This design comes from an exercise in tuning for small area, a short achievable clock period and few clock cycles per item on the open sky130 flow, not from production work.
Where RTL was checked, it was by simulation tests only, not by an equivalence proof against the original.
No activity file was given, so power comes from the tool's default toggle rates.

// dequant_quant_top
module dequant_quant_top (
    input  logic        clk,
    input  logic        rst_n,
    input  logic        activate,
    input  logic [24:0] up_cfg,
    input  logic [24:0] down_cfg,
    input  logic        rcv_valid,
    input  logic [32:0] rcv_beat,
    output logic        rcv_ready,
    output logic        deq_valid,
    output logic [15:0] deq_data,
    input  logic        deq_ready,
    input  logic        q_valid,
    input  logic [15:0] q_data,
    output logic        q_ready,
    output logic        trm_valid,
    output logic [32:0] trm_beat,
    input  logic        trm_ready
);
For scale: roughly 990 cells after synthesis, roughly 11000 µm² of cells after synthesis.
==> module bit_extractor, before the edit <==
module bit_extractor (
    input  logic        clk,
    input  logic        run,
    input  logic        activate,
    input  logic [3:0]  bw,          
    input  logic [15:0] num_in,      
    input  logic        in_valid,
    input  logic [31:0] in_data,
    output logic        in_ready,
    output logic        out_valid,
    output logic [7:0]  out_value,
    input  logic        out_ready
);
    logic [31:0] w;
    logic [9:0]  l;
    logic [5:0]  p;
    logic [15:0] rem;        
    logic        f1;         
    logic        f2;         
    logic        rem_nz;
    logic        rem_gt1;
    logic        rem_gt2;
    logic        pop;
    logic        load;
    logic [5:0]  p_pop;      
    logic [5:0]  p_sel;
    logic [5:0]  t2;         
    logic        f2_pop;     
    logic        need_pop;
    logic        need_stay;
    logic [7:0]  mask;
    logic [41:0] win;
    logic [38:0] s32;
    logic [22:0] s16;
    logic [14:0] s8;
    logic [10:0] s4;
    logic [8:0]  s2;
    logic [7:0]  s1;
    assign rem_nz  = (rem != 16'd0);
    assign rem_gt1 = (rem[15:1] != 15'd0);
    assign rem_gt2 = rem_gt1 && (rem != 16'd2);
    assign pop  = rem_nz && !f1 && (!out_valid || out_ready);
    assign load = in_valid && in_ready;
    assign p_pop  = p + {2'd0, bw};
    assign t2     = 6'd42 - {1'b0, bw, 1'b0};
    assign f2_pop = (p_pop > t2);
    assign need_pop  = rem_gt2 ? (f2_pop && p_pop[5]) : (rem_gt1 && f2);
    assign need_stay = rem_gt1 ? (f1 || (f2 && p[5])) : (rem_nz && f1);
    assign p_sel = pop ? p_pop : p;
    always_comb begin
        for (int i = 0; i < 8; i++) mask[i] = (i < bw);
    end
    assign win = {w, l};
    always_comb begin
        for (int i = 0; i < 39; i++) s32[i] = (p[5] && i < 10) ? win[i+32] : win[i];
        for (int i = 0; i < 23; i++) s16[i] = p[4] ? s32[i+16] : s32[i];
        for (int i = 0; i < 15; i++) s8[i]  = p[3] ? s16[i+8]  : s16[i];
        for (int i = 0; i < 11; i++) s4[i]  = p[2] ? s8[i+4]   : s8[i];
        for (int i = 0; i < 9; i++)  s2[i]  = p[1] ? s4[i+2]   : s4[i];
        for (int i = 0; i < 8; i++)  s1[i]  = p[0] ? s2[i+1]   : s2[i];
    end
    always_ff @(posedge clk) begin
        if (!run) begin
            p         <= 6'd42;
            rem       <= num_in;
            f1        <= 1'b1;
            f2        <= 1'b1;
            out_valid <= 1'b0;
            in_ready  <= activate && (num_in != 16'd0);
        end else begin
            p         <= {p_sel[5] && !load, p_sel[4:0]};
            f1        <= !load && (pop ? f2 : f1);
            f2        <= !load && (pop ? f2_pop : f2);
            in_ready  <= activate && !load && (pop ? need_pop : need_stay);
            if (pop) begin
                rem <= rem - 16'd1;
            end
            if (!out_valid || out_ready) begin
                out_valid <= pop;
            end
        end
        if (load) begin
            w <= in_data;
            l <= w[31:22];
        end
        if (pop) begin
            out_value <= s1 & mask;
        end
    end
endmodule
Settings: LEC_CHECK=0, CAP_MARGIN=20, CORE_MARGIN=2, CORE_UTILIZATION=60, SLEW_MARGIN=20; clock period 9.0 ns.
standard.sh (not shown) runs the stock make flow with config.mk's settings and CLKGATE_MAP_FILE= SYNTH_SCRIPT=/design/flow/synth_recipe.tcl, a recipe that flattens the netlist after the stock synthesis.
==> flow/flow/run.sh <==
#!/bin/bash
# The standard layout, with buf_1 port buffers, a tighter repair target and
# a clock tree without dummy loads.
export BUFFER_PORTS_ARGS="-buffer_cell sky130_fd_sc_hd__buf_1"
export SETUP_SLACK_MARGIN=6.2
export CTS_ARGS="-sink_clustering_enable -repair_clock_nets -dont_use_dummy_load -buf_list {sky130_fd_sc_hd__clkbuf_4 sky130_fd_sc_hd__clkbuf_8} -sink_clustering_size 20 -sink_clustering_max_diameter 60"
bash standard.sh > standard.log 2>&1
Testbench counts at the start, summed over its fixed seeds: cycles 67,917, items 74,830.
==> next run, changes <==
--- a/flow/design.v
+++ b/flow/design.v
@@ -70,7 +70,8 @@
     assign rem_nz  = (rem != 16'd0);
     assign rem_gt1 = (rem[15:1] != 15'd0);
     assign rem_gt2 = rem_gt1 && (rem != 16'd2);
-    assign pop  = rem_nz && !f1 && (!out_valid || out_ready);
+    assign out_valid = rem_nz && !f1;
+    assign pop       = out_valid && out_ready;
     assign load = in_valid && in_ready;
     assign p_pop  = p + {2'd0, bw};
     assign t2     = 6'd42 - {1'b0, bw, 1'b0};
@@ -82,6 +83,7 @@
         for (int i = 0; i < 8; i++) mask[i] = (i < bw);
     end
     assign win = {w, l};
+    assign out_value = s1 & mask;
     always_comb begin
         for (int i = 0; i < 39; i++) s32[i] = (p[5] && i < 10) ? win[i+32] : win[i];
         for (int i = 0; i < 23; i++) s16[i] = p[4] ? s32[i+16] : s32[i];
@@ -96,7 +98,6 @@
             rem       <= num_in;
             f1        <= 1'b1;
             f2        <= 1'b1;
-            out_valid <= 1'b0;
             in_ready  <= activate && (num_in != 16'd0);
         end else begin
             p         <= {p_sel[5] && !load, p_sel[4:0]};
@@ -106,17 +107,11 @@
             if (pop) begin
                 rem <= rem - 16'd1;
             end
-            if (!out_valid || out_ready) begin
-                out_valid <= pop;
-            end
         end
         if (load) begin
             w <= in_data;
             l <= w[31:22];
         end
-        if (pop) begin
-            out_value <= s1 & mask;
-        end
     end
 endmodule
 `timescale 1ns/1ps
After rerunning:
- The new run completed with no timing, DRC or antenna violations
- clock-buffer cell count came out lower by 3
- final area came out higher by 3.4%
- wire length came out higher by 4.4%
- register-to-register slack loses 0.84 ns
- synthesized area came out lower by 2.3%
- critical path depth came out higher by 15
- power came out higher by 5.5%
- cell count came out higher by 4.3%
- global-route usage came out higher by 1.2 points
- utilization came out higher by 4.8 points
- clock power came out lower by 10%
- sequential share of layout area came out lower by 3.3 points
- via count came out higher by 3.5%
The RTL of the second run of this note was laid out without a check of its function.

re-timing with driven ports:
No port has a modelled driver above. Below, the same layouts with a new extraction and two added sets of constraints. Step 1 sets driving cells, clkbuf_16 on the clock port and buf_2 on the other inputs (assumed; they add their load-dependent delay and slew). Step 2, shift: input delay + t, output delay - t, t = (earliest + latest rising clock arrival at the registers) / 2. This alone moves slack from input paths to output paths. Slacks: ideal / step 1 / step 2; pairs: ideal / step 1.
run | shift t [ns] | setup WS [ns] | hold slack, ns | slew at the worst register clock pin (ns)
the first run | 0.568 | 6.087 / 6.045 / 5.660 | 0.372 / 0.372 / 0.372 | 0.12 / 0.12
the second run | 0.534 | 5.487 / 5.487 / 5.487 | 0.378 / 0.378 / 0.378 | 0.12 / 0.12
After both steps every run listed still meets setup and hold. For the first run, which loses most, drivers alone change the setup slack by -0.042 ns; drivers and shift together by -0.427 ns.
